Background: an optimization exercise with open tools, aiming at small area. Do not read the settings as production practice.
In this exercise RTL edits were held to simulation tests only and were not proved equivalent to the original.
Power is estimated from default activity; no workload was simulated.

## flow/run.sh

```bash
#!/bin/bash
# synth_recipe.tcl (not shown) runs the flow's synth.tcl, then flattens the netlist and writes it again
# the make line also repeats each setting of config.mk as NAME=value (left out here)
make -C /OpenROAD-flow-scripts/flow DESIGN_CONFIG=/design/flow/config.mk WORK_HOME=/design/flow/orfs CLKGATE_MAP_FILE= SYNTH_SCRIPT=/design/flow/synth_recipe.tcl finish
```

## flow/config.mk

```make
export PLATFORM = sky130hd
export DESIGN_NAME = ring_shell
export DESIGN_NICKNAME = ring_shell
export VERILOG_FILES = /design/flow/design.v
export SDC_FILE = /design/flow/constraint.sdc
export NUM_CORES = 4
export LEC_CHECK = 0
export CAP_MARGIN = 20
export CORE_MARGIN = 2
export CORE_UTILIZATION = 40
export SLEW_MARGIN = 20
```

## flow/constraint.sdc

```tcl
create_clock -name core_clock -period 4.0 [get_ports {clk}]
set_input_delay 0.8000 -clock core_clock [delete_from_list [all_inputs] [get_ports {clk}]]
set_output_delay 0.8000 -clock core_clock [all_outputs]
set_load 0.01 [all_outputs]
```

## flow/design.v

```verilog
`default_nettype none
package ring_pkg;
    localparam int WORD_W      = 72;
    localparam int ADDR_W      = 39;
    localparam int FRAME_WORDS = 4;
    localparam int INJ_DEPTH   = 8;
    localparam int MEM_CREDITS = 8;
    localparam int CNT_W       = 8;
    localparam int FRAME_CNT_W = $clog2(FRAME_WORDS);
    localparam int INJ_PTR_W   = $clog2(INJ_DEPTH) + 1;
    localparam int MEM_CRED_W  = $clog2(MEM_CREDITS + 1);
    localparam logic [ADDR_W-1:0] MEM0_BASE = 39'h00_0000_0000;
    localparam logic [ADDR_W-1:0] MEM0_LAST = 39'h00_000F_FFFF;
    localparam logic [ADDR_W-1:0] MEM1_BASE = 39'h00_4000_0000;
    localparam logic [ADDR_W-1:0] MEM1_LAST = 39'h00_7FFF_FFFF;
    typedef logic [WORD_W-1:0] word_t;
    typedef logic [ADDR_W-1:0] addr_t;
    typedef logic [CNT_W-1:0]  drop_cnt_t;
    typedef struct packed {
        logic  sof;
        logic  busy;
        word_t data;
    } slot_t;
    typedef struct packed {
        logic  stb;
        logic  sof;
        word_t data;
    } stream_t;
    typedef enum logic [1:0] {
        INJ_FILL,
        INJ_WAIT_SLOT,
        INJ_EMIT
    } inj_state_t;
    typedef enum logic {
        EXT_PASS,
        EXT_CLAIM
    } ext_state_t;
endpackage
`default_nettype wire
`timescale 1ns/1ps
`default_nettype none
module ring_shell
(
    input  wire                  clk,
    input  wire                  rst,
    input  ring_pkg::stream_t    i_br0,
    input  ring_pkg::stream_t    i_br1,
    output logic                 o_br0_credit,
    output logic                 o_br1_credit,
    output ring_pkg::stream_t    o_mem0,
    output ring_pkg::stream_t    o_mem1,
    input  wire                  i_mem0_credit,
    input  wire                  i_mem1_credit,
    output ring_pkg::drop_cnt_t  o_drop_count
);
    localparam int W = ring_pkg::WORD_W;
    logic [1:0] phase;
    always_ff @(posedge clk or posedge rst)
    begin
        if (rst)
            phase <= 2'd0;
        else
            phase <= phase + 2'd1;
    end
    wire ph0 = (phase == 2'd0);
    wire ph1 = (phase == 2'd1);
    wire ph2 = (phase == 2'd2);
    wire ph3 = (phase == 2'd3);
    logic [W-1:0] mem0 [0:6];
    logic [6:0]   wp0;
    logic [6:0]   rp0;
    logic [2:0]   cnt0;
    logic         rd0;
    logic [W-1:0] s1;
    logic [W-1:0] s1_d;
    assign rd0 = ph1 ? cnt0[2] : o_br0_credit;
    always_ff @(posedge clk or posedge rst)
    begin
        if (rst)
        begin
            wp0          <= 7'd1;
            rp0          <= 7'd1;
            cnt0         <= 3'd0;
            o_br0_credit <= 1'b0;
        end
        else
        begin
            o_br0_credit <= rd0;
            if (i_br0.stb)
                wp0 <= {wp0[5:0], wp0[6]};
            if (rd0)
                rp0 <= {rp0[5:0], rp0[6]};
            cnt0 <= cnt0 + {2'b00, i_br0.stb} - {2'b00, rd0};
        end
    end
    always_ff @(posedge clk)
    begin
        for (int i = 0; i < 7; i++)
            if (i_br0.stb && wp0[i])
                mem0[i] <= i_br0.data;
    end
    always_comb
    begin
        logic [W-1:0] r;
        r = '0;
        for (int i = 0; i < 7; i++)
            r = r | ({W{rp0[i]}} & mem0[i]);
        s1_d = r;
    end
    logic [W-1:0] mem1 [0:7];
    logic [7:0]   wp1;
    logic [7:0]   rp1;
    logic [3:0]   cnt1;
    logic         rd1;
    logic         busy1;
    logic [W-1:0] s2;
    logic [W-1:0] st2;
    assign rd1  = ph2 ? (cnt1[3] | cnt1[2]) & ~o_br0_credit : o_br1_credit;
    always_ff @(posedge clk or posedge rst)
    begin
        if (rst)
        begin
            wp1          <= 8'd1;
            rp1          <= 8'd1;
            cnt1         <= 4'd0;
            o_br1_credit <= 1'b0;
            busy1        <= 1'b0;
        end
        else
        begin
            o_br1_credit <= rd1;
            busy1        <= o_br0_credit | rd1;
            if (i_br1.stb)
                wp1 <= {wp1[6:0], wp1[7]};
            if (rd1)
                rp1 <= {rp1[6:0], rp1[7]};
            cnt1 <= cnt1 + {3'b000, i_br1.stb} - {3'b000, rd1};
        end
    end
    always_ff @(posedge clk)
    begin
        for (int i = 0; i < 8; i++)
            if (i_br1.stb && wp1[i])
                mem1[i] <= i_br1.data;
        s1 <= s1_d;
        s2 <= s1;
    end
    always_comb
    begin
        logic [W-1:0] r;
        r = {W{~o_br1_credit}} & s2;
        for (int i = 0; i < 8; i++)
            r = r | ({W{o_br1_credit & rp1[(i + 1) % 8]}} & mem1[i]);
        st2 = r;
    end
    logic [3:0]   cred0;
    logic         stb0;
    logic         send0;
    logic         busy2;
    logic [W-1:0] r3;
    wire in0 = (st2[38:20] == 19'd0);
    assign send0 = ph3 ? busy1 & in0 & (cred0 >= 4'd4) : stb0;
    always_ff @(posedge clk or posedge rst)
    begin
        if (rst)
        begin
            cred0 <= 4'd8;
            stb0  <= 1'b0;
            busy2 <= 1'b0;
        end
        else
        begin
            stb0  <= send0;
            busy2 <= busy1 & ~send0;
            cred0 <= cred0 - {3'b000, send0} + {3'b000, i_mem0_credit};
        end
    end
    always_ff @(posedge clk)
        r3 <= st2;
    assign o_mem0 = {stb0, stb0 & ph0, r3};
    logic [3:0]   cred1;
    logic         stb1;
    logic         send1;
    logic         busy3;
    logic [W-1:0] r4;
    wire in1 = (r3[38:30] == 9'd1);
    assign send1 = ph0 ? busy2 & in1 & (cred1 >= 4'd4) : stb1;
    always_ff @(posedge clk or posedge rst)
    begin
        if (rst)
        begin
            cred1 <= 4'd8;
            stb1  <= 1'b0;
            busy3 <= 1'b0;
        end
        else
        begin
            stb1  <= send1;
            busy3 <= busy2 & ~send1;
            cred1 <= cred1 - {3'b000, send1} + {3'b000, i_mem1_credit};
        end
    end
    always_ff @(posedge clk)
        r4 <= r3;
    assign o_mem1 = {stb1, stb1 & ph1, r4};
    ring_pkg::drop_cnt_t drop_cnt;
    always_ff @(posedge clk or posedge rst)
    begin
        if (rst)
            drop_cnt <= '0;
        else if (ph1 && busy3 && (drop_cnt != '1))
            drop_cnt <= drop_cnt + 1'b1;
    end
    assign o_drop_count = drop_cnt;
endmodule
`default_nettype wire
```

==> flow_metrics.py, run 1 <==
metrics = {
    "outcome": {
        "outcome": "complete, no violations",
    },
    "yosys": {
        "synthMuxAreaShare": 0.007858,
        "synthFlopType": "edfxtp_1",
        "synth_compound_gate_area_share": 0.08998,
        "syn-mean-instance-area_sq_um": 18.86,
        "synth_seq_area_share": 0.8463,
        "synth_fa_ha_area_frac": 0.007565,
        "yosys.area_share.xor_xnor": 0.002797,
        "synth_cell_type_count": 44,
        "synth-simple-area-share": 0.03084,
        "synth_top_family_by_area": "compound AO/OA/AOI/OAI gates",
        "synth_fp_nets": 2669,
        "netlist_instances": 2491,
        "netlist_area_sq_mm": 0.04697,
        "async_flop_share": 0.04336,
        "ys_warn_count": 3,
        "yosys_register_bits": 1430,
        "synth_enable_flop_cells": 1080,
    },
    "worst_setup_path": {
        "timing.rr.start": "o_br1_credit",
        "critPathLaunchType": "register",
        "cp.required_ns": 4.61,
        "reg2reg_depth": 11,
        "r2r_end": "cred0[2]",
        "cp_max_fo": 11,
        "worst_ep_arrival_time_ns": 4.39,
        "r2r_slack_ns": 0.23,
        "path_class": "reg2reg",
        "endpoint_kind": "register",
    },
    "clock_tree": {
        "clockBufferDepth": 3,
        "cts.sinks": 1430,
        "root_buffer": "clkbuf_16",
        "cts_hold_buf": 0,
        "htreeDepth": 4,
        "worstSkewPairLatency_ns": 0.75,
        "clkTransAtPathRegs_ns": 0.06,
        "cts_buffers": 144,
        "cts_tree": "yes",
    },
    "placement": {
        "place_congestion": 0.7888,
        "dp_hpwl_um": 69480,
        "io_buffers": 307,
    },
    "hold_path": {
        "hold_start": "s1[34]",
        "holdPathEnd": "s2[34]",
        "worstHoldPathCells": 0,
        "hold_path_class": "reg2reg",
    },
    "routing": {
        "wl_um": 118300,
        "vias": 25140,
        "firstDrtPassIters": 8,
        "ant_nets": 0,
        "wire_per_inst_um": 25.96,
        "vias_per_cell": 5.517,
        "drt-initial-drc-count": 3018,
        "drc": 0,
    },
    "floorplan": {
        "initial_core_util": 0.4037,
        "die_w_um": 346.7,
        "pin_count": 310,
        "rows": 125,
        "core_sq_mm": 0.1164,
        "dieArea_sq_mm": 0.1202,
        "die_y_um": 346.7,
    },
    "grt": {
        "grt_max_degree": 77,
        "antenna_found_initial": 39,
        "grt_pass1_wl_um": 170300,
        "track_usage": 0.1930,
        "grt_overflow_total": 0,
        "first_global_vias": 25238,
    },
    "timing": {
        "finalMaxSlewViolations": 0,
        "rsz0062_at_grt": "no",
        "hold_viol": 0,
        "worst_pin_slew_ns": 1.158,
        "period_share": 0.9432,
        "fin_setup_tns_ns": 0,
        "timing.fmax_mhz": 265.1,
        "maxSlewHeadroom": 0.2282,
        "post-route-min-period_ns": 3.773,
        "skew_ns": 0.02934,
        "setup_viol": 0,
    },
    "cells_and_area": {
        "syn_to_final_growth_pct": 21.78,
        "drive_gt1_frac": 0.1226,
        "fin_util": 0.4916,
        "fin_nets": 3073,
    },
    "pwr": {
        "p_leak_nw": 19.52,
        "clkPwrFrac": 0.428,
        "pwr-share-comb": 0.044,
        "cellPowerDensity_mw_per_mm2": 535.4,
        "sw_frac_of_total": 0.2066,
        "vdd_drop_max_mv": 0.4271,
        "seq_power_share": 0.529,
        "p_int_w": 0.02430,
        "p_sw_w": 0.006326,
    },
    "job": {
        "cap_violations": 0,
    },
}
[metal layers]
layer / vias to the layer above / GRT usage / routed length, um / part of all wire
met3: 164 / 0.05138 / 11150 / 0.094
met2: 1110 / 0.3102 / 57030 / 0.48
li1: 10968 / - / - / -
met1: 12866 / 0.2569 / 47760 / 0.40
met4: 32 / 0.05972 / 2171 / 0.018
met5: - / 0 / 192 / 0.0016
[cell type report]
type / count / area, sq um
Antenna cell: 15 / 37.54
Clock buffer: 210 / 4153
Clock inverter: 59 / 543.0
Fill cell: 9496 / 59160
Inverter: 42 / 157.7
Multi-Input combinational cell: 883 / 6579
Sequential cell: 1430 / 39760
Tap cell: 1524 / 1907
Timing Repair Buffer: 394 / 4064
[cells in the final DEF (no fill, tap or decap), drive strengths merged, types with 55 or more instances in the layout]
cell / netlist / final
a221oi: 55 / 55
a222oi: 126 / 126
a22oi: 294 / 294
buf: 35 / 87
clkbuf: 101 / 210
clkdlybuf4s50: 0 / 307
dfrtp: 56 / 56
dfxtp: 288 / 288
edfxtp: 1080 / 1080
nand2: 119 / 119
nand3: 108 / 108
[critical path, stage by stage (launching register included)]
cell	delay, ns
dfrtp_1	0.50
and2_2	0.32
a22o_1	0.23
or3_1	0.39
or4_1	0.54
or4_1	0.48
o21ai_1	0.19
ha_1	0.15
inv_1	0.04
ha_1	0.21
fa_1	0.42
xor2_1	0.17
[cell usage after synthesis, types with 5 or more instances]
library cell | instances | area share
edfxtp_1 | 1080 | 0.69
inv_1 | 42 | 0.0034
nand4_1 | 16 | 0.0021
dfstp_2 | 6 | 0.0034
mux2_2 | 31 | 0.0074
buf_1 | 29 | 0.0023
and2_1 | 22 | 0.0029
a41oi_1 | 8 | 0.0015
ha_1 | 22 | 0.0059
a22oi_1 | 294 | 0.047
or3_1 | 6 | 0.00080
xor2_1 | 5 | 0.00093
a22o_1 | 5 | 0.00093
a21oi_1 | 7 | 0.00075
clkbuf_1 | 101 | 0.0081
nand3_1 | 108 | 0.012
dfxtp_1 | 288 | 0.12
a221oi_1 | 55 | 0.010
nand2_1 | 119 | 0.0095
a21o_1 | 7 | 0.0011
dfrtp_1 | 56 | 0.030
and3_1 | 10 | 0.0013
xnor2_1 | 10 | 0.0019
a222oi_1 | 126 | 0.027
[sequential cells by signal (all words and copies together) (netlist names), 2 cells and up]
register	count
mem0	504
r3	72
s2	72
phase	2
mem1	576
cnt1	4
s1	72
rp0	7
r4	72
cred0	4
wp1	8
rp1	8
cnt0	3
wp0	7
drop_cnt	8
cred1	4
[worst max-delay path by stage]
stage | start | end | slack, ns | depth (start not counted)
after detailed placement | o_br1_credit | cred0[2] | 0.23 | 13
after global routing | o_br1_credit | cred0[3] | 0.02 | 14
final | o_br1_credit | cred0[2] | 0.23 | 11
after floorplan | o_br1_credit | cred0[2] | 0.50 | 12
after CTS | o_br1_credit | cred0[2] | 0.20 | 13
after global placement | o_br1_credit | cred0[3] | 0.28 | 12
[logic make-up (layout without fill, tap and decap cells)]
family	after synthesis	after routing
AO/OA/AOI/OAI	511	511
XOR/XNOR	15	15
adder cells (fa/ha/maj)	26	26
buffers and inverters	178	705
flip-flops	1430	1430
multiplexers	33	33
other	0	15
AND/OR/NAND/NOR	298	298
[power by group through the flow]
stage	Clock (W)	Combinational [W]	Sequential, W
6_report	0.0131	0.00134	0.0162
5_1_grt	0.0139	0.00150	0.0162
4_1_cts	0.0133	0.00136	0.0162
3_5_place_dp	0	0.00135	0.0165
3_3_place_gp	0	0.00127	0.0165
2_1_floorplan	0	0.000700	0.0165
[stage by stage]
| step | instances | hold slack (ns) | setup slack (ns) | power, W | instance area [sq um] |
|---|---|---|---|---|---|
| floorplan | 2491 | 0.3096 | 0.5019 | 0.01719 | 46970 |
| CTS | 4542 | 0.3230 | 0.2030 | 0.03090 | 57160 |
| global route | 4550 | 0.3273 | 0.01593 | 0.03163 | 57190 |
| detailed placement | 4273 | 0.3121 | 0.2299 | 0.01785 | 52470 |
| finish | 4557 | 0.3226 | 0.2273 | 0.03063 | 57200 |
| global placement | 4272 | 0.3132 | 0.2784 | 0.01776 | 52450 |
[repair_timing]
action | in CTS | in global routing
setup endpoints to repair | 0 | 1
setup buffers | 0 | 0
gates resized for setup | 0 | 1
==> run 2: changes to the inputs <==
--- a/flow/config.mk
+++ b/flow/config.mk
@@ -9,3 +9,5 @@
 export CORE_MARGIN = 2
 export CORE_UTILIZATION = 40
+export CTS_CLUSTER_DIAMETER = 120
+export CTS_CLUSTER_SIZE = 25
 export SLEW_MARGIN = 20
==> flow_metrics.py, run 2 <==
metrics = {
    "outcome": {
        "outcome": "complete, no violations",
    },
    "clock_tree": {
        "clockBufferDepth": 3,
        "cts_buffers": 67,
        "htreeDepth": 3,
        "cts_hold_buf": 0,
        "clkTransAtPathRegs_ns": 0.10,
        "root_buffer": "clkbuf_16",
        "worstSkewPairLatency_ns": 0.66,
        "cts.sinks": 1430,
        "cts_tree": "yes",
    },
    "cells_and_area": {
        "syn_to_final_growth_pct": 16.00,
        "largestRegisters": "mem1 x576, mem0 x504",
        "multi_input_area_sq_mm": 0.006578,
        "nFillCells": 9701,
        "register_area_sq_mm": 0.03976,
        "top_register": "mem1",
        "final_common_cell": "edfxtp_1",
        "final_cell_area_sq_mm": 0.05449,
        "mostFrequentLayoutCells": "edfxtp_1 (1080), clkdlybuf4s50_1 (307), a22oi_1 (294)",
        "drive_gt1_frac": 0.07979,
        "fin_util": 0.4683,
        "fin_nets": 2996,
        "largest_register_ffs": 576,
    },
    "yosys": {
        "ys_warn_count": 3,
        "synth_cell_type_count": 44,
        "async_flop_share": 0.04336,
        "synth_seq_area_share": 0.8463,
        "yosys_register_bits": 1430,
        "yosysMostFrequentCell": "edfxtp_1",
        "synthFlopType": "edfxtp_1",
        "ys_top_cells_by_count": "edfxtp_1 (1080), a22oi_1 (294), dfxtp_1 (288)",
        "synth_top_area_share": 0.6904,
        "synth_fp_nets": 2669,
        "synth_top_area_cell": "edfxtp_1",
        "yosys-top-cells-area": "edfxtp_1 (69%), dfxtp_1 (12%), a22oi_1 (4.7%)",
        "syn-mean-instance-area_sq_um": 18.86,
        "netlist_area_sq_mm": 0.04697,
        "synth_enable_flop_cells": 1080,
        "netlist_instances": 2491,
    },
    "grt": {
        "grt_max_degree": 77,
        "grt_overflow_total": 0,
        "antenna_found_initial": 38,
        "grt_pass1_wl_um": 167300,
        "track_usage": 0.1891,
        "first_global_vias": 24431,
    },
    "timing": {
        "finalMaxSlewViolations": 0,
        "fin_setup_tns_ns": 0,
        "fin_ws_ns": 0.2451,
        "setup_viol": 0,
        "period_share": 0.9387,
        "skew_ns": 0.02022,
        "timing.fmax_mhz": 266.3,
        "maxSlewHeadroom": 0.2372,
        "worst_pin_slew_ns": 1.144,
        "rsz0062_at_grt": "no",
        "hold_viol": 0,
        "post-route-min-period_ns": 3.755,
    },
    "routing": {
        "vias": 24442,
        "vias_per_cell": 5.549,
        "drt-initial-drc-count": 2921,
        "wire_per_inst_um": 26.50,
        "firstDrtPassIters": 7,
        "ant_nets": 0,
        "drc": 0,
        "wl_um": 116700,
    },
    "placement": {
        "pre_cts_ws_ns": 0.2299,
        "place_congestion": 0.7888,
        "dp_hpwl_um": 69480,
        "io_buffers": 307,
        "postPlaceCellArea_sq_mm": 0.05247,
    },
    "worst_setup_path": {
        "endpoint_kind": "register",
        "cp.required_ns": 4.55,
        "critPathLaunchType": "register",
        "timing.rr.start": "o_br1_credit",
        "worst_ep_arrival_time_ns": 4.31,
        "path_class": "reg2reg",
        "r2r_slack_ns": 0.25,
        "cp_max_fo": 11,
        "r2r_end": "cred0[2]",
        "reg2reg_depth": 12,
    },
    "pwr": {
        "vdd_drop_max_mv": 0.3733,
        "power.total_w": 0.02522,
        "pwr-share-comb": 0.053,
        "cellPowerDensity_mw_per_mm2": 462.9,
        "p_leak_nw": 18.17,
        "sw_frac_of_total": 0.2068,
        "p_int_w": 0.02001,
        "seq_power_share": 0.641,
        "p_sw_w": 0.005217,
        "clkPwrFrac": 0.306,
    },
    "floorplan": {
        "die_y_um": 346.7,
        "dieArea_sq_mm": 0.1202,
        "core_sq_mm": 0.1164,
        "initial_core_util": 0.4037,
        "rows": 125,
        "die_w_um": 346.7,
        "pin_count": 310,
    },
    "hold_path": {
        "hold_start": "s1[30]",
        "hold_path_class": "reg2reg",
        "worstHoldPathCells": 0,
        "holdPathEnd": "s2[30]",
    },
    "job": {
        "cap_violations": 0,
    },
}
[run 2: logic make-up (layout without fill, tap and decap cells)]
family,count (synthesis),after routing,share of synthesized area
DFF,1430,1430,0.8463
other,0,11,0
AOI/OAI and AO/OA,511,511,0.08998
adders and majority gates,26,26,0.007565
buffers and inverters,178,557,0.01462
xor gates and xnor gates,15,15,0.002797
muxes,33,33,0.007858
and+or+nand+nor,298,298,0.03084
[run 2: how the worst max path moves through the flow]
stage | startpoint | end | depth (start not counted)
after CTS | o_br1_credit | cred0[2] | 13
final | o_br1_credit | cred0[2] | 12
after global placement | o_br1_credit | cred0[3] | 12
after global routing | o_br1_credit | cred0[3] | 13
after detailed placement | o_br1_credit | cred0[2] | 13
after floorplan | o_br1_credit | cred0[2] | 12
[run 2: critical path, stage by stage (launching register included)]
cell,delay (ns)
dfrtp_1,0.55
buf_4,0.21
inv_2,0.08
a22o_1,0.22
or3_1,0.39
or4_1,0.54
or4_1,0.48
o21ai_1,0.19
ha_1,0.15
inv_1,0.04
ha_1,0.21
fa_1,0.42
xor2_1,0.17
[run 2: power by group through the flow]
stage                     Sequential [W]  Combinational (W)  Clock, W
after floorplan                   0.0165           0.000700         0
after global placement            0.0165            0.00127         0
after detailed placement          0.0165            0.00135         0
after CTS                         0.0162            0.00135   0.00791
after global routing              0.0162            0.00150   0.00843
final                             0.0162            0.00134   0.00772
[run 2: per-stage QoR]
step | cells | hold slack, ns
after floorplan | 2491 | 0.3096
after global placement | 4272 | 0.3132
after detailed placement | 4273 | 0.3121
after CTS | 4394 | 0.3248
after global routing | 4399 | 0.3309
final | 4405 | 0.3256
[run 2: layout make-up]
cell class                 count  share of cell area
sequential                  1430              0.7297
tap                         1524             0.03499
inverter                      42            0.002893
antenna                       11           0.0005052
clock inverter                 3           0.0006200
clock buffer                 118             0.03584
multi-input combinational    883              0.1207
timing repair buffer         394             0.07472
[run 2: metal layers]
metal,track usage,share of wire
met1,0.2557,0.41
met3,0.04431,0.090
met4,0.04800,0.018
met2,0.3090,0.48
met5,0,0.0017
[run 2: what timing repair did]
action / CTS / global route
buffers inserted: 0 / 0
endpoints found under the setup margin: 0 / 1
hold endpoints to repair: 0 / 0
gates resized for setup: 0 / 1
==> run 3: changes to the inputs <==
==> flow/flow/run.sh (new file) <==
#!/bin/bash
# The standard layout (standard synthesis unchanged), with two changes:
# - port buffers are sky130_fd_sc_hd__buf_1 instead of the resizer's default pick
#   (every input and output port still gets its own buffer)
# - clock tree: larger sink clusters and no dummy loads
# make's full output goes to flow.log; each ORFS step keeps its own log under orfs/logs
set -euo pipefail
export BUFFER_PORTS_ARGS="-buffer_cell sky130_fd_sc_hd__buf_1"
export CTS_ARGS="-sink_clustering_enable -repair_clock_nets -dont_use_dummy_load -sink_clustering_size 25 -sink_clustering_max_diameter 120"
bash standard.sh finish > flow.log 2>&1
==> flow/standard.sh (new file) <==
#!/bin/bash
# synth_recipe.tcl (not shown) runs the flow's synth.tcl, then flattens the netlist and writes it again
# the make line also repeats each setting of config.mk as NAME=value (left out here)
make -C /OpenROAD-flow-scripts/flow DESIGN_CONFIG=/design/flow/config.mk WORK_HOME=/design/flow/orfs CLKGATE_MAP_FILE= SYNTH_SCRIPT=/design/flow/synth_recipe.tcl "${@:-finish}"
removed: flow/run.sh
==> flow_metrics.py, run 3 <==
metrics = {
    "floorplan": {
        "initial_core_util": 0.4037,
        "rows": 125,
        "dieArea_sq_mm": 0.1202,
        "pin_count": 310,
        "die_y_um": 346.7,
        "die_w_um": 346.7,
        "core_sq_mm": 0.1164,
    },
    "yosys": {
        "ys_warn_count": 3,
        "synth_cell_type_count": 44,
        "yosysMostFrequentCell": "edfxtp_1",
        "synth_seq_area_share": 0.8463,
        "synth_top_area_cell": "edfxtp_1",
        "yosys_register_bits": 1430,
        "ys_top_cells_by_count": "edfxtp_1 (1080), a22oi_1 (294), dfxtp_1 (288)",
        "syn-mean-instance-area_sq_um": 18.86,
        "netlist_area_sq_mm": 0.04697,
        "synth_fp_nets": 2669,
        "synth_top_area_share": 0.6904,
        "async_flop_share": 0.04336,
        "netlist_instances": 2491,
        "synthFlopType": "edfxtp_1",
        "yosys-top-cells-area": "edfxtp_1 (69%), dfxtp_1 (12%), a22oi_1 (4.7%)",
        "synth_enable_flop_cells": 1080,
    },
    "hold_path": {
        "hold_start": "s1[42]",
        "worstHoldPathCells": 0,
        "holdPathEnd": "s2[42]",
        "hold_path_class": "reg2reg",
    },
    "worst_setup_path": {
        "worst_ep_arrival_time_ns": 4.34,
        "cp.required_ns": 4.51,
        "path_class": "reg2reg",
        "endpoint_kind": "register",
        "critPathLaunchType": "register",
        "cp_top_family": "buffers and inverters",
        "timing.rr.start": "o_br1_credit",
        "reg2reg_depth": 13,
        "cp_slowest_cell": "buf_4",
        "path_buf_inv": 4,
        "r2r_slack_ns": 0.17,
        "r2r_end": "cred0[2]",
        "path_cells": "inv_2, buf_4, buf_4, a22oi_1, and4b_1, nand4_1, or3_1, o21ai_1, ha_1, inv_1, ha_1, fa_1, xor2_1",
        "cp_max_fo": 54,
        "max_stage_delay_ns": 0.77,
    },
    "timing": {
        "rsz0062_at_grt": "no",
        "period_share": 0.9574,
        "hold_viol": 0,
        "finalMaxSlewViolations": 0,
        "setup_viol": 0,
        "timing.fmax_mhz": 261.1,
        "maxSlewHeadroom": 0.2444,
        "worst_pin_slew_ns": 1.133,
        "skew_ns": 0.05015,
        "fin_setup_tns_ns": 0,
        "post-route-min-period_ns": 3.830,
    },
    "pwr": {
        "vdd_drop_max_mv": 0.2769,
        "cellPowerDensity_mw_per_mm2": 471.7,
        "p_leak_nw": 17.22,
        "power.total_w": 0.02456,
    },
    "clock_tree": {
        "clkTransAtPathRegs_ns": 0.10,
        "cts_tree": "yes",
        "cts_buffers": 67,
        "cts.sinks": 1430,
        "clockBufferDepth": 3,
        "worstSkewPairLatency_ns": 0.66,
        "htreeDepth": 3,
        "root_buffer": "clkbuf_16",
        "cts_hold_buf": 0,
    },
    "job": {
        "cap_violations": 0,
    },
    "cells_and_area": {
        "syn_to_final_growth_pct": 10.84,
        "drive_gt1_frac": 0.07657,
        "top_register": "mem1",
        "largest_register_ffs": 576,
        "mostFrequentLayoutCells": "edfxtp_1 (1080), buf_1 (307), a22oi_1 (294)",
        "fin_nets": 2988,
        "stdcell_count": 4341,
        "largestRegisters": "mem1 x576, mem0 x504",
        "fin_util": 0.4475,
        "final_common_cell": "edfxtp_1",
        "nFillCells": 9901,
    },
    "routing": {
        "firstDrtPassIters": 8,
        "drt-initial-drc-count": 3137,
        "wl_um": 115200,
        "vias_per_cell": 5.660,
        "ant_nets": 0,
        "wire_per_inst_um": 26.54,
        "vias": 24568,
        "drc": 0,
    },
    "grt": {
        "grt_overflow_total": 0,
        "grt_max_degree": 57,
        "grt_pass1_wl_um": 164800,
        "antenna_found_initial": 40,
        "first_global_vias": 23756,
        "track_usage": 0.1860,
    },
    "placement": {
        "io_buffers": 307,
        "dp_hpwl_um": 68290,
        "place_congestion": 0.7908,
        "place_inst": 4264,
    },
    "outcome": {
        "outcome": "complete, no violations",
    },
}
-- run 3: logic make-up (layout without fill, tap and decap cells) --
kind of cell    after synthesis  count (layout)  share of synthesized area
compound gates              511             511                    0.08998
xor+xnor                     15              15                   0.002797
fa+ha+maj                    26              26                   0.007565
buf+inv                     178             495                    0.01462
flops                      1430            1430                     0.8463
mux                          33              33                   0.007858
other cells                   0               9                          0
simple gates                298             298                    0.03084
-- run 3: routing by layer --
layer | share of wire | track usage | up-vias
met4 | 0.018 | 0.04339 | 42
met5 | 0.0021 | 0 | -
met2 | 0.48 | 0.3021 | 996
met1 | 0.41 | 0.2559 | 12717
li1 | - | - | 10644
met3 | 0.085 | 0.04163 | 169
-- run 3: worst max path at each step --
stage | cells after the start | end | slack [ns] | from
2_1_floorplan | 12 | cred0[2] | 0.50 | o_br1_credit
4_1_cts | 13 | cred0[2] | 0.11 | o_br1_credit
5_1_grt | 12 | cred0[3] | 0.0002 | o_br1_credit
3_3_place_gp | 12 | cred0[3] | 0.14 | o_br1_credit
6_report | 13 | cred0[2] | 0.17 | o_br1_credit
3_5_place_dp | 13 | cred0[2] | 0.12 | o_br1_credit
-- run 3: area by class of cell --
| type | instances | area [sq um] | area share |
|---|---|---|---|
| Tap cell | 1524 | 1907 | 0.03662 |
| Clock buffer | 67 | 1677 | 0.03220 |
| Inverter | 42 | 157.7 | 0.003028 |
| Sequential cell | 1430 | 39770 | 0.7638 |
| Multi-Input combinational cell | 883 | 6578 | 0.1263 |
| Antenna cell | 9 | 22.52 | 0.0004326 |
| Timing Repair Buffer | 386 | 1958 | 0.03761 |
-- run 3: what timing repair did --
item / in CTS / in global routing
setup buffers: 0 / 1
endpoints found under the setup margin: 0 / 2
gates resized for setup: 0 / 1
-- run 3: stage by stage --
| step | setup slack [ns] | area (sq um) | hold slack, ns |
|---|---|---|---|
| after CTS | 0.1132 | 52030 | 0.3204 |
| after global placement | 0.1375 | 50360 | 0.3139 |
| after global routing | 0.0001705 | 52060 | 0.3201 |
| after floorplan | 0.5019 | 46970 | 0.3096 |
| after detailed placement | 0.1227 | 50360 | 0.3121 |
| final | 0.1702 | 52070 | 0.3230 |
-- run 3: report_power, final --
group / switching (W) / total, W / internal, W
combinational: 0.000778 / 0.00118 / 0.000407
sequential: 0.0000955 / 0.0162 / 0.0161
clock: 0.00420 / 0.00721 / 0.00301
total: 0.00507 / 0.0246 / 0.0195
==> run 4: changes to the inputs <==
--- a/flow/design.v
+++ b/flow/design.v
@@ -68,5 +68,5 @@
     wire ph3 = (phase == 2'd3);
     logic [W-1:0] mem0 [0:6];
-    logic [6:0]   wp0;
+    logic [2:0]   wp0;
     logic [6:0]   rp0;
     logic [2:0]   cnt0;
@@ -79,5 +79,5 @@
         if (rst)
         begin
-            wp0          <= 7'd1;
+            wp0          <= 3'd0;
             rp0          <= 7'd1;
             cnt0         <= 3'd0;
@@ -88,5 +88,5 @@
             o_br0_credit <= rd0;
             if (i_br0.stb)
-                wp0 <= {wp0[5:0], wp0[6]};
+                wp0 <= (wp0 == 3'd6) ? 3'd0 : wp0 + 3'd1;
             if (rd0)
                 rp0 <= {rp0[5:0], rp0[6]};
@@ -97,5 +97,5 @@
     begin
         for (int i = 0; i < 7; i++)
-            if (i_br0.stb && wp0[i])
+            if (i_br0.stb && (wp0 == 3'(i)))
                 mem0[i] <= i_br0.data;
     end
@@ -109,5 +109,5 @@
     end
     logic [W-1:0] mem1 [0:7];
-    logic [7:0]   wp1;
+    logic [2:0]   wp1;
     logic [7:0]   rp1;
     logic [3:0]   cnt1;
@@ -121,5 +121,5 @@
         if (rst)
         begin
-            wp1          <= 8'd1;
+            wp1          <= 3'd0;
             rp1          <= 8'd1;
             cnt1         <= 4'd0;
@@ -132,5 +132,5 @@
             busy1        <= o_br0_credit | rd1;
             if (i_br1.stb)
-                wp1 <= {wp1[6:0], wp1[7]};
+                wp1 <= wp1 + 3'd1;
             if (rd1)
                 rp1 <= {rp1[6:0], rp1[7]};
@@ -141,5 +141,5 @@
     begin
         for (int i = 0; i < 8; i++)
-            if (i_br1.stb && wp1[i])
+            if (i_br1.stb && (wp1 == 3'(i)))
                 mem1[i] <= i_br1.data;
         s1 <= s1_d;
==> flow_metrics.py, run 4 <==
metrics = {
    "timing": {
        "fin_ws_ns": 0.2452,
        "rsz0062_at_grt": "no",
        "period_share": 0.9387,
        "finalMaxSlewViolations": 0,
        "hold_viol": 0,
        "fin_setup_tns_ns": 0,
        "skew_ns": 0.04460,
        "setup_viol": 0,
        "timing.fmax_mhz": 266.3,
        "maxSlewHeadroom": 0.3805,
        "post-route-min-period_ns": 3.755,
        "worst_pin_slew_ns": 0.9293,
    },
    "placement": {
        "pre_cts_ws_ns": 0.1345,
        "io_buffers": 307,
        "place_congestion": 0.7973,
        "dp_hpwl_um": 67870,
    },
    "pwr": {
        "power.total_w": 0.02774,
        "sw_frac_of_total": 0.2347,
        "seq_power_share": 0.650,
        "clkPwrFrac": 0.258,
        "p_leak_nw": 17.27,
        "p_sw_w": 0.006512,
        "cellPowerDensity_mw_per_mm2": 533.3,
        "p_int_w": 0.02123,
        "vdd_drop_max_mv": 0.3140,
        "pwr-share-comb": 0.092,
    },
    "floorplan": {
        "core_sq_mm": 0.1160,
        "die_w_um": 346.0,
        "pin_count": 310,
        "die_y_um": 346.0,
        "rows": 125,
        "initial_core_util": 0.4031,
        "dieArea_sq_mm": 0.1197,
    },
    "yosys": {
        "ys_top_cells_by_count": "edfxtp_1 (1080), a22oi_1 (299), dfxtp_1 (288)",
        "synthFlopType": "edfxtp_1",
        "synth_seq_area_share": 0.8451,
        "synth_cell_type_count": 45,
        "synth_fa_ha_area_frac": 0.009469,
        "ys_warn_count": 3,
        "synth_compound_gate_area_share": 0.09186,
        "yosys.area_share.xor_xnor": 0.002996,
        "syn-mean-instance-area_sq_um": 18.72,
        "yosysMostFrequentCell": "edfxtp_1",
        "synth_top_family_by_area": "compound AO/OA/AOI/OAI gates",
        "yosys-top-cells-area": "edfxtp_1 (69%), dfxtp_1 (12%), a22oi_1 (4.8%)",
        "synthMuxAreaShare": 0.004280,
        "netlist_instances": 2498,
        "netlist_area_sq_mm": 0.04677,
        "synth_top_area_cell": "edfxtp_1",
        "synth_top_area_share": 0.6933,
        "async_flop_share": 0.03730,
        "synth_enable_flop_cells": 1080,
        "synth-simple-area-share": 0.03111,
        "synth_fp_nets": 2683,
        "yosys_register_bits": 1421,
    },
    "worst_setup_path": {
        "cp_max_fo": 11,
        "critPathLaunchType": "register",
        "endpoint_kind": "register",
        "worst_ep_arrival_time_ns": 4.31,
        "r2r_slack_ns": 0.25,
        "path_class": "reg2reg",
        "max_stage_delay_ns": 0.50,
        "cp_slowest_cell": "or4_1",
        "path_cells": "and2_4, a221o_1, or3_1, or4_1, or4_1, o21ai_2, ha_1, inv_1, ha_1, inv_1, fa_1, xnor2_1",
        "cp.required_ns": 4.56,
    },
    "cells_and_area": {
        "mostFrequentLayoutCells": "edfxtp_1 (1080), buf_1 (307), a22oi_1 (299)",
        "syn_to_final_growth_pct": 11.21,
        "drive_gt1_frac": 0.07074,
        "final_common_cell": "edfxtp_1",
        "largest_register_ffs": 576,
        "top_register": "mem1",
        "register_area_sq_mm": 0.03954,
        "nFillCells": 9873,
        "fin_nets": 3000,
        "fin_util": 0.4483,
        "multi_input_area_sq_mm": 0.006644,
        "largestRegisters": "mem1 x576, mem0 x504",
    },
    "grt": {
        "antenna_found_initial": 48,
        "grt_pass1_wl_um": 164600,
        "grt_max_degree": 77,
        "track_usage": 0.1868,
        "first_global_vias": 24044,
        "grt_overflow_total": 0,
    },
    "routing": {
        "drt-initial-drc-count": 3098,
        "drc": 0,
        "vias_per_cell": 5.592,
        "ant_nets": 0,
        "wl_um": 114900,
        "firstDrtPassIters": 7,
        "vias": 24376,
        "wire_per_inst_um": 26.37,
    },
    "clock_tree": {
        "htreeDepth": 3,
        "clockBufferDepth": 3,
        "clkTransAtPathRegs_ns": 0.10,
        "cts_tree": "yes",
        "postCtsSetupRepairBufs": 0,
        "cts_buffers": 67,
        "cts.sinks": 1421,
        "worstSkewPairLatency_ns": 0.64,
        "root_buffer": "clkbuf_16",
    },
    "outcome": {
        "outcome": "complete, no violations",
    },
    "hold_path": {
        "hold_path_class": "in2async",
    },
    "job": {
        "cap_violations": 0,
    },
}
[run 4: area by class of cell]
cell class,count,share of cell area
multi-input combinational,892,0.1277
timing repair buffer,383,0.03865
antenna,22,0.001058
inverter,50,0.003608
clock buffer,67,0.03223
sequential,1421,0.7601
tap,1524,0.03666
[run 4: critical path: cells and delay by family, from the launching register on]
kind | cells | cell delay (ns)
xor+xnor | 1 | 0.19
simple gates | 4 | 1.55
fa+ha+maj | 3 | 0.81
compound gates | 2 | 0.52
buf+inv | 2 | 0.12
flops | 1 | 0.49
[run 4: kinds of logic after synthesis]
kind of cell	after synthesis
AO/OA/AOI/OAI	522
XOR/XNOR	16
adder cells (fa/ha/maj)	33
buffers and inverters	185
flip-flops	1421
multiplexers	18
AND/OR/NAND/NOR	303
[run 4: per-stage QoR]
step           hold slack [ns]  std cells  cell area (sq um)
6_report                0.2702       4359              52020
5_1_grt                 0.3120       4350              52000
4_1_cts                 0.2720       4337              51950
3_5_place_dp            0.3121       4270              50270
3_3_place_gp            0.3132       4270              50270
2_1_floorplan           0.3096       2498              46780
[run 4: per-layer routing]
metal	track usage	vias to the layer above	part of all wire	wire length, um
li1	-	10661	-	-
met1	0.2542	12583	0.41	46960
met2	0.3009	945	0.48	55740
met3	0.04550	143	0.089	10190
met4	0.05035	44	0.015	1763
met5	0	-	0.0025	284
[run 4: what timing repair did]
action | in CTS | in global routing
hold buffers | 0 | 0
setup endpoints to repair | 0 | 3
gates resized for setup | 0 | 7
[run 4: final timing paths]
kind | start | end | depth (start not counted)
worst max-delay path | o_br1_credit | cred0[2] | 12
worst min-delay path | rst | cnt0[0] | 2
worst max register to register | o_br1_credit | cred0[2] | 12
worst min register to register | s1[25] | s2[25] | 0
max in group asynchronous | rst | cred1[3] | 3
min in group core_clock | s1[25] | s2[25] | 0
[run 4: power groups by stage]
stage / sequential (W) / clock [W] / combinational (W)
6_report: 0.0180 / 0.00716 / 0.00255
5_1_grt: 0.0181 / 0.00785 / 0.00283
4_1_cts: 0.0180 / 0.00734 / 0.00262
3_5_place_dp: 0.0184 / 0 / 0.00261
3_3_place_gp: 0.0183 / 0 / 0.00255
2_1_floorplan: 0.0183 / 0 / 0.00132
==> run 5: changes to the inputs <==
--- a/flow/design.v
+++ b/flow/design.v
@@ -110,11 +110,13 @@
     logic [W-1:0] mem1 [0:7];
     logic [2:0]   wp1;
-    logic [7:0]   rp1;
-    logic [3:0]   cnt1;
+    logic         rh1;
+    logic [1:0]   nf1;
+    logic         take1;
     logic         rd1;
     logic         busy1;
     logic [W-1:0] s2;
     logic [W-1:0] st2;
-    assign rd1  = ph2 ? (cnt1[3] | cnt1[2]) & ~o_br0_credit : o_br1_credit;
+    assign take1 = ph2 & (nf1 != 2'd0) & ~o_br0_credit;
+    assign rd1   = ph2 ? take1 : o_br1_credit;
     always_ff @(posedge clk or posedge rst)
     begin
@@ -122,6 +124,6 @@
         begin
             wp1          <= 3'd0;
-            rp1          <= 8'd1;
-            cnt1         <= 4'd0;
+            rh1          <= 1'b1;
+            nf1          <= 2'd0;
             o_br1_credit <= 1'b0;
             busy1        <= 1'b0;
@@ -133,7 +135,7 @@
             if (i_br1.stb)
                 wp1 <= wp1 + 3'd1;
-            if (rd1)
-                rp1 <= {rp1[6:0], rp1[7]};
-            cnt1 <= cnt1 + {3'b000, i_br1.stb} - {3'b000, rd1};
+            if (take1)
+                rh1 <= ~rh1;
+            nf1 <= nf1 + {1'b0, i_br1.stb & (wp1[1:0] == 2'd3)} - {1'b0, take1};
         end
     end
@@ -146,4 +148,6 @@
         s2 <= s1;
     end
+    logic [1:0] wi1;
+    assign wi1 = phase + 2'd1;
     always_comb
     begin
@@ -151,5 +155,5 @@
         r = {W{~o_br1_credit}} & s2;
         for (int i = 0; i < 8; i++)
-            r = r | ({W{o_br1_credit & rp1[(i + 1) % 8]}} & mem1[i]);
+            r = r | ({W{o_br1_credit && (rh1 == i[2]) && (wi1 == 2'(i))}} & mem1[i]);
         st2 = r;
     end
==> flow_metrics.py, run 5 <==
metrics = {
    "outcome": {
        "outcome": "complete, no violations",
    },
    "floorplan": {
        "initial_core_util": 0.4017,
        "core_sq_mm": 0.1159,
        "die_y_um": 345.2,
        "pin_count": 310,
        "die_w_um": 345.2,
        "dieArea_sq_mm": 0.1191,
        "rows": 125,
    },
    "yosys": {
        "synth_cell_type_count": 60,
        "yosysMostFrequentCell": "edfxtp_1",
        "synth_fp_nets": 2634,
        "synth_top_area_cell": "edfxtp_1",
        "synth_enable_flop_cells": 1080,
        "synth_seq_area_share": 0.8442,
        "async_flop_share": 0.03116,
        "ys_warn_count": 3,
        "syn-mean-instance-area_sq_um": 18.99,
        "ys_top_cells_by_count": "edfxtp_1 (1080), dfxtp_1 (288), a22oi_1 (278)",
        "netlist_area_sq_mm": 0.04656,
        "synthFlopType": "edfxtp_1",
        "yosys_register_bits": 1412,
        "netlist_instances": 2452,
        "synth_top_area_share": 0.6966,
        "yosys-top-cells-area": "edfxtp_1 (70%), dfxtp_1 (12%), a22oi_1 (4.5%)",
    },
    "timing": {
        "worst_pin_slew_ns": 0.9801,
        "fin_setup_tns_ns": 0,
        "maxSlewHeadroom": 0.3466,
        "period_share": 0.9591,
        "post-route-min-period_ns": 3.836,
        "setup_viol": 0,
        "hold_viol": 0,
        "finalMaxSlewViolations": 0,
        "timing.fmax_mhz": 260.7,
        "skew_ns": 0.06324,
    },
    "worst_setup_path": {
        "endpoint_kind": "register",
        "cp.required_ns": 4.50,
        "path_buf_inv": 6,
        "cp_max_fo": 14,
        "cp_top_family": "adder cells",
        "r2r_slack_ns": 0.16,
        "worst_ep_arrival_time_ns": 4.34,
        "cp_slowest_cell": "fa_1",
        "path_common_cell": "inv_1",
        "path_cells": "inv_1, ha_2, buf_12, and2_2, a2111oi_0, buf_4, nand4_1, or3_1, o21ai_2, ha_1, inv_1, ha_1, inv_1, fa_1, inv_1",
        "path_class": "reg2reg",
        "critPathLaunchType": "register",
        "max_stage_delay_ns": 0.51,
    },
    "placement": {
        "io_buffers": 307,
        "dp_hpwl_um": 68950,
        "place_congestion": 0.7870,
        "postPlaceCellArea_sq_mm": 0.05030,
    },
    "routing": {
        "drt-initial-drc-count": 2915,
        "wire_per_inst_um": 27.03,
        "drc": 0,
        "vias": 24328,
        "wl_um": 116900,
        "firstDrtPassIters": 8,
        "ant_nets": 0,
        "vias_per_cell": 5.625,
    },
    "clock_tree": {
        "cts_hold_buf": 0,
        "cts.sinks": 1412,
        "cts_buffers": 66,
        "root_buffer": "clkbuf_16",
        "htreeDepth": 3,
        "worstSkewPairLatency_ns": 0.66,
        "clkTransAtPathRegs_ns": 0.09,
        "cts_tree": "yes",
        "clockBufferDepth": 3,
    },
    "grt": {
        "first_global_vias": 24029,
        "grt_max_degree": 73,
        "track_usage": 0.1916,
        "antenna_found_initial": 47,
        "grt_overflow_total": 0,
        "grt_pass1_wl_um": 168600,
    },
    "pwr": {
        "pwr-share-comb": 0.154,
        "seq_power_share": 0.616,
        "clkPwrFrac": 0.230,
        "p_leak_nw": 16.96,
        "cellPowerDensity_mw_per_mm2": 592.0,
        "p_sw_w": 0.008163,
        "sw_frac_of_total": 0.2651,
        "p_int_w": 0.02262,
        "vdd_drop_max_mv": 0.3420,
    },
    "cells_and_area": {
        "drive_gt1_frac": 0.07927,
        "fin_nets": 2972,
        "largest_register_ffs": 576,
        "nFillCells": 9838,
        "final_common_cell": "edfxtp_1",
        "mostFrequentLayoutCells": "edfxtp_1 (1080), buf_1 (307), dfxtp_1 (288)",
        "syn_to_final_growth_pct": 11.71,
        "largestRegisters": "mem1 x576, mem0 x504",
        "final_cell_area_sq_mm": 0.05201,
        "top_register": "mem1",
    },
    "hold_path": {
        "hold_path_class": "in2async",
    },
    "job": {
        "cap_violations": 0,
    },
}
==> run 5: logic make-up after synthesis <==
logic type / after synthesis / share of synthesized area
XOR/XNOR: 17 / 0.003198
AO/OA/AOI/OAI: 531 / 0.09471
multiplexers: 28 / 0.006396
flip-flops: 1412 / 0.8442
AND/OR/NAND/NOR: 252 / 0.02698
buffers and inverters: 182 / 0.01599
adder cells (fa/ha/maj): 30 / 0.008546
==> run 5: per-stage QoR <==
stage	utilization	power [W]	std cells	hold slack [ns]	setup WS [ns]
2_1_floorplan	-	0.02158	2452	0.3096	-1.558
3_3_place_gp	0.4340	0.02392	4246	0.3121	-0.07852
3_5_place_dp	0.4340	0.02411	4246	0.3121	-0.1079
4_1_cts	0.4483	0.03107	4312	0.3201	0.05607
5_1_grt	0.4487	0.03200	4323	0.3344	-0.02069
6_report	0.4488	0.03079	4325	0.2952	0.1635
==> run 5: layout make-up <==
type,instances,area [sq um],area share
well taps,1524,1907,0.03666
flip-flops and latches,1412,39320,0.7560
clock buffers,66,1652,0.03176
diodes,13,32.53,0.0006255
repair buffers,404,2256,0.04338
multi-input cells,858,6661,0.1281
inverters,48,181.4,0.003488
==> run 5: worst paths after layout <==
kind                       startpoint       end  cells past startpoint
setup reg to reg             phase[0]  cred0[1]                     15
hold reg to reg                r3[28]    r4[28]                      0
setup / recovery             phase[0]  cred0[1]                     15
min in group core_clock        r3[28]    r4[28]                      0
max in group asynchronous         rst    rp0[3]                      2
hold / removal                    rst    wp0[0]                      2
==> run 5: timing repair <==
| action | 4_1_cts | 5_1_grt |
|---|---|---|
| resized for setup | 3 | 6 |
| cloned | 0 | 0 |
| endpoints found under the hold margin | 0 | 0 |
| setup buffers | 0 | 0 |
| pin swaps | 0 | 1 |
| endpoints found under the setup margin | 3 | 3 |
==> run 5: power groups by stage <==
stage               Clock [W]  Combinational, W  Sequential [W]
floorplan                   0           0.00211          0.0195
global placement            0           0.00474          0.0192
detailed placement          0           0.00480          0.0193
CTS                   0.00728           0.00481          0.0190
global route          0.00772           0.00514          0.0191
finish                0.00709           0.00474          0.0190
==> run 5: layer usage <==
metal	GRT usage	wire, um	vias up
met5	0	291	-
met4	0.05791	2565	46
met3	0.03635	9341	177
met2	0.3107	56010	964
met1	0.2631	48680	12562
li1	-	-	10579
==> run 6: changes to the inputs <==
==> flow/flow/run.sh (replaced) <==
#!/bin/bash
# The standard layout with three changes:
# - synthesis: the standard flow's own synthesis script (synth -nofsm -noshare, flatten, rename),
#   except that ABC maps the logic with an area-oriented script (flow/abc_nfa.script);
#   the flip-flops are mapped before ABC runs, so they are the standard synthesis's
# - port buffers are sky130_fd_sc_hd__buf_1 (every input and output port still gets one)
# - clock tree: larger sink clusters and no dummy loads
# make's full output goes to flow.log; each ORFS step keeps its own log under orfs/logs
set -euo pipefail
here=$(pwd)

# synth_recipe.tcl with an abc wrapper that swaps in the area script
{
    head -n 1 synth_recipe.tcl
    cat <<'TCL'
proc abc {args} {
  set i [lsearch -exact $args -script]
  if {$i >= 0} { lset args [expr {$i + 1}] $::env(AREA_ABC_SCRIPT) }
  yosys abc {*}$args
}
TCL
    tail -n +2 synth_recipe.tcl
} > area_synth.tcl
export AREA_ABC_SCRIPT="$here/flow/abc_nfa.script"

sed "s#SYNTH_SCRIPT=[^ ]*#SYNTH_SCRIPT=$here/area_synth.tcl#" standard.sh > area_standard.sh
grep -q "SYNTH_SCRIPT=$here/area_synth.tcl" area_standard.sh

export BUFFER_PORTS_ARGS="-buffer_cell sky130_fd_sc_hd__buf_1"
export CTS_ARGS="-sink_clustering_enable -repair_clock_nets -dont_use_dummy_load -sink_clustering_size 25 -sink_clustering_max_diameter 120"
bash area_standard.sh finish > flow.log 2>&1
==> flow/flow/abc_nfa.script (new file) <==
&get -n
&st
&dch
&nf -a
&put
buffer -c
topo
stime -c
upsize -c
dnsize -c
==> flow_metrics.py, run 6 <==
metrics = {
    "outcome": {
        "outcome": "complete, no violations",
    },
    "routing": {
        "drc": 0,
        "wl_um": 112800,
        "vias": 23641,
        "drt-initial-drc-count": 3863,
        "wire_per_inst_um": 26.97,
        "firstDrtPassIters": 10,
        "ant_nets": 0,
        "vias_per_cell": 5.652,
    },
    "floorplan": {
        "die_y_um": 343.8,
        "dieArea_sq_mm": 0.1182,
        "rows": 124,
        "core_sq_mm": 0.1145,
        "pin_count": 310,
        "initial_core_util": 0.4034,
        "die_w_um": 343.8,
    },
    "pwr": {
        "p_leak_nw": 16.52,
        "power.total_w": 0.03018,
        "cellPowerDensity_mw_per_mm2": 590.8,
        "vdd_drop_max_mv": 0.3078,
    },
    "clock_tree": {
        "cts_tree": "yes",
        "cts_buffers": 66,
        "clkTransAtPathRegs_ns": 0.10,
        "postCtsSetupRepairBufs": 0,
        "postCtsResizedCells": 0,
        "clockBufferDepth": 3,
        "cts.sinks": 1412,
        "htreeDepth": 3,
        "cts_hold_buf": 0,
        "root_buffer": "clkbuf_16",
        "worstSkewPairLatency_ns": 0.66,
    },
    "timing": {
        "period_share": 0.9362,
        "timing.hold.ws_ns": 0.2855,
        "setup_viol": 0,
        "timing.fmax_mhz": 267.0,
        "skew_ns": 0.05836,
        "maxSlewHeadroom": 0.3866,
        "worst_pin_slew_ns": 0.9200,
        "post-route-min-period_ns": 3.745,
        "rsz0062_at_grt": "no",
        "hold_viol": 0,
        "finalMaxSlewViolations": 0,
    },
    "grt": {
        "grt_overflow_total": 0,
        "track_usage": 0.1851,
        "antenna_found_initial": 44,
        "grt_max_degree": 73,
        "grt_pass1_wl_um": 158900,
        "first_global_vias": 22964,
    },
    "yosys": {
        "synth_top_area_share": 0.7022,
        "synthFlopType": "edfxtp_1",
        "synth_fp_nets": 2550,
        "yosys-top-cells-area": "edfxtp_1 (70%), dfxtp_1 (12%), a222oi_1 (6.9%)",
        "yosys_register_bits": 1412,
        "syn-mean-instance-area_sq_um": 19.50,
        "netlist_area_sq_mm": 0.04619,
        "synth_cell_type_count": 48,
        "yosysMostFrequentCell": "edfxtp_1",
        "ys_warn_count": 3,
        "synth_top_area_cell": "edfxtp_1",
        "ys_top_cells_by_count": "edfxtp_1 (1080), a222oi_1 (320), dfxtp_1 (288)",
        "synth_enable_flop_cells": 1080,
        "synth_seq_area_share": 0.8510,
        "async_flop_share": 0.03116,
        "netlist_instances": 2368,
    },
    "placement": {
        "dp_hpwl_um": 65260,
        "postPlaceCellArea_sq_mm": 0.04941,
        "place_congestion": 0.7928,
        "io_buffers": 307,
    },
    "worst_setup_path": {
        "path_cells": "inv_1, ha_1, and3_4, a222oi_1, nand2_1, nor4_2, buf_4, nand3_1, o22ai_1, ha_1, inv_1, ha_1, inv_1, fa_1, xnor2_1",
        "cp_max_fo": 21,
        "worst_ep_arrival_time_ns": 4.25,
        "critPathLaunchType": "register",
        "endpoint_kind": "register",
        "path_class": "reg2reg",
        "cp_slowest_cell": "a222oi_1",
        "cp.required_ns": 4.50,
        "max_stage_delay_ns": 0.43,
    },
    "cells_and_area": {
        "syn_to_final_growth_pct": 10.62,
        "top_register": "mem1",
        "mostFrequentLayoutCells": "edfxtp_1 (1080), a222oi_1 (320), buf_1 (307)",
        "fin_nets": 2847,
        "drive_gt1_frac": 0.06271,
        "final_common_cell": "edfxtp_1",
        "final_cell_area_sq_mm": 0.05109,
        "register_area_sq_mm": 0.03933,
        "multi_input_area_sq_mm": 0.006327,
        "largest_register_ffs": 576,
        "largestRegisters": "mem1 x576, mem0 x504",
        "nFillCells": 9742,
    },
    "job": {
        "cap_violations": 0,
    },
    "hold_path": {
        "hold_path_class": "in2async",
    },
}
[run 6: cell count changes after synthesis, sizes merged, moves of 12 or more]
cell / delta
inv: -16
clkbuf: -12
a222oi: +183
mux2i: -13
a21oi: -13
a221oi: -20
a22oi: -206
nand3: -81
nand2: +74
a21boi: +30
and2: +61
a221o: -39
[run 6: power by group]
| group | leakage (nW) | internal, W | switching (W) | total (W) |
|---|---|---|---|---|
| clock | 0.813 | 0.00297 | 0.00408 | 0.00705 |
| sequential | 12.7 | 0.0182 | 0.000813 | 0.0190 |
| combinational | 3.02 | 0.00119 | 0.00294 | 0.00413 |
[run 6: area by class of cell]
| class | count | area share |
|---|---|---|
| inverter | 33 | 0.002424 |
| antenna | 8 | 0.0003918 |
| clock buffer | 66 | 0.03233 |
| timing repair buffer | 360 | 0.03426 |
| tap | 1512 | 0.03703 |
| multi-input combinational | 792 | 0.1238 |
| sequential | 1412 | 0.7697 |
[run 6: critical path, delay by kind of cell (launching register included)]
family / cells / cell delay, ns
AOI/OAI and AO/OA: 2 / 0.67
xor gates and xnor gates: 1 / 0.14
adders and majority gates: 4 / 1.12
buffers and inverters: 4 / 0.38
DFF: 1 / 0.41
and+or+nand+nor: 4 / 0.90
[run 6: metrics by stage]
step           std cells    util  TNS, ns  setup slack, ns
2_1_floorplan       2368       -   -65.15          -0.4524
3_3_place_gp        4109  0.4315        0           0.2592
6_report            4183  0.4462        0           0.2551
3_5_place_dp        4109  0.4315        0           0.2015
5_1_grt             4180  0.4461        0          0.02753
4_1_cts             4175  0.4459        0           0.1573
[run 6: routing by layer]
metal	up-vias	track usage	routed length, um
li1	10273	-	-
met1	11959	0.2463	43130
met2	1196	0.2993	53770
met5	-	0	254
met3	171	0.04990	13000
met4	42	0.05344	2647
[run 6: path summary, 6_finish.rpt]
path | slack [ns] | from | depth (start not counted) | end
max | 0.26 | phase[0] | 15 | cred0[2]
max reg2reg | 0.26 | phase[0] | 15 | cred0[2]
max in group asynchronous | 3.25 | rst | 3 | rp0[6]
min in group core_clock | 0.33 | s1[47] | 0 | s2[47]
min reg2reg | 0.33 | s1[47] | 0 | s2[47]
min | 0.29 | rst | 3 | wp0[1]
[run 6: kinds of logic after synthesis]
kind of cell	Yosys count	synth area share
flip-flops	1412	0.8510
AO/OA/AOI/OAI	439	0.08832
AND/OR/NAND/NOR	296	0.03164
buffers and inverters	164	0.01482
adder cells (fa/ha/maj)	30	0.008615
XOR/XNOR	17	0.003224
multiplexers	10	0.002411

port drivers added, routing unchanged:
No port has a modelled driver above. Below, the same layouts with a new extraction and two added sets of constraints. Step 1 (the two cells are an assumption about what drives the block):
set clk [get_ports {clk}]
set_driving_cell -lib_cell sky130_fd_sc_hd__clkbuf_16 $clk
set_driving_cell -lib_cell sky130_fd_sc_hd__buf_2 [delete_from_list [all_inputs] $clk]
Step 2 also shifts input and output timing later by t, the mid clock arrival at the registers, as if the neighbouring blocks saw the same clock. a / b / c = no drivers / after step 1 / after step 2; a / b = the first two.
run	shift t [ns]	setup WS [ns]	slew at the worst register clock pin (ns)	pins driven straight from the clock port
run 1	0.797	0.227 / 0.227 / 0.227	0.06 / 0.06	1
run 2	0.714	0.245 / 0.245 / 0.245	0.10 / 0.10	1
run 3	0.693	0.170 / 0.170 / 0.170	0.10 / 0.10	1
run 4	0.693	0.245 / 0.245 / 0.245	0.10 / 0.10	1
run 5	0.700	0.164 / 0.164 / 0.164	0.10 / 0.10	1
run 6	0.695	0.255 / 0.255 / 0.255	0.10 / 0.10	1
After both steps every run listed still meets setup and hold.
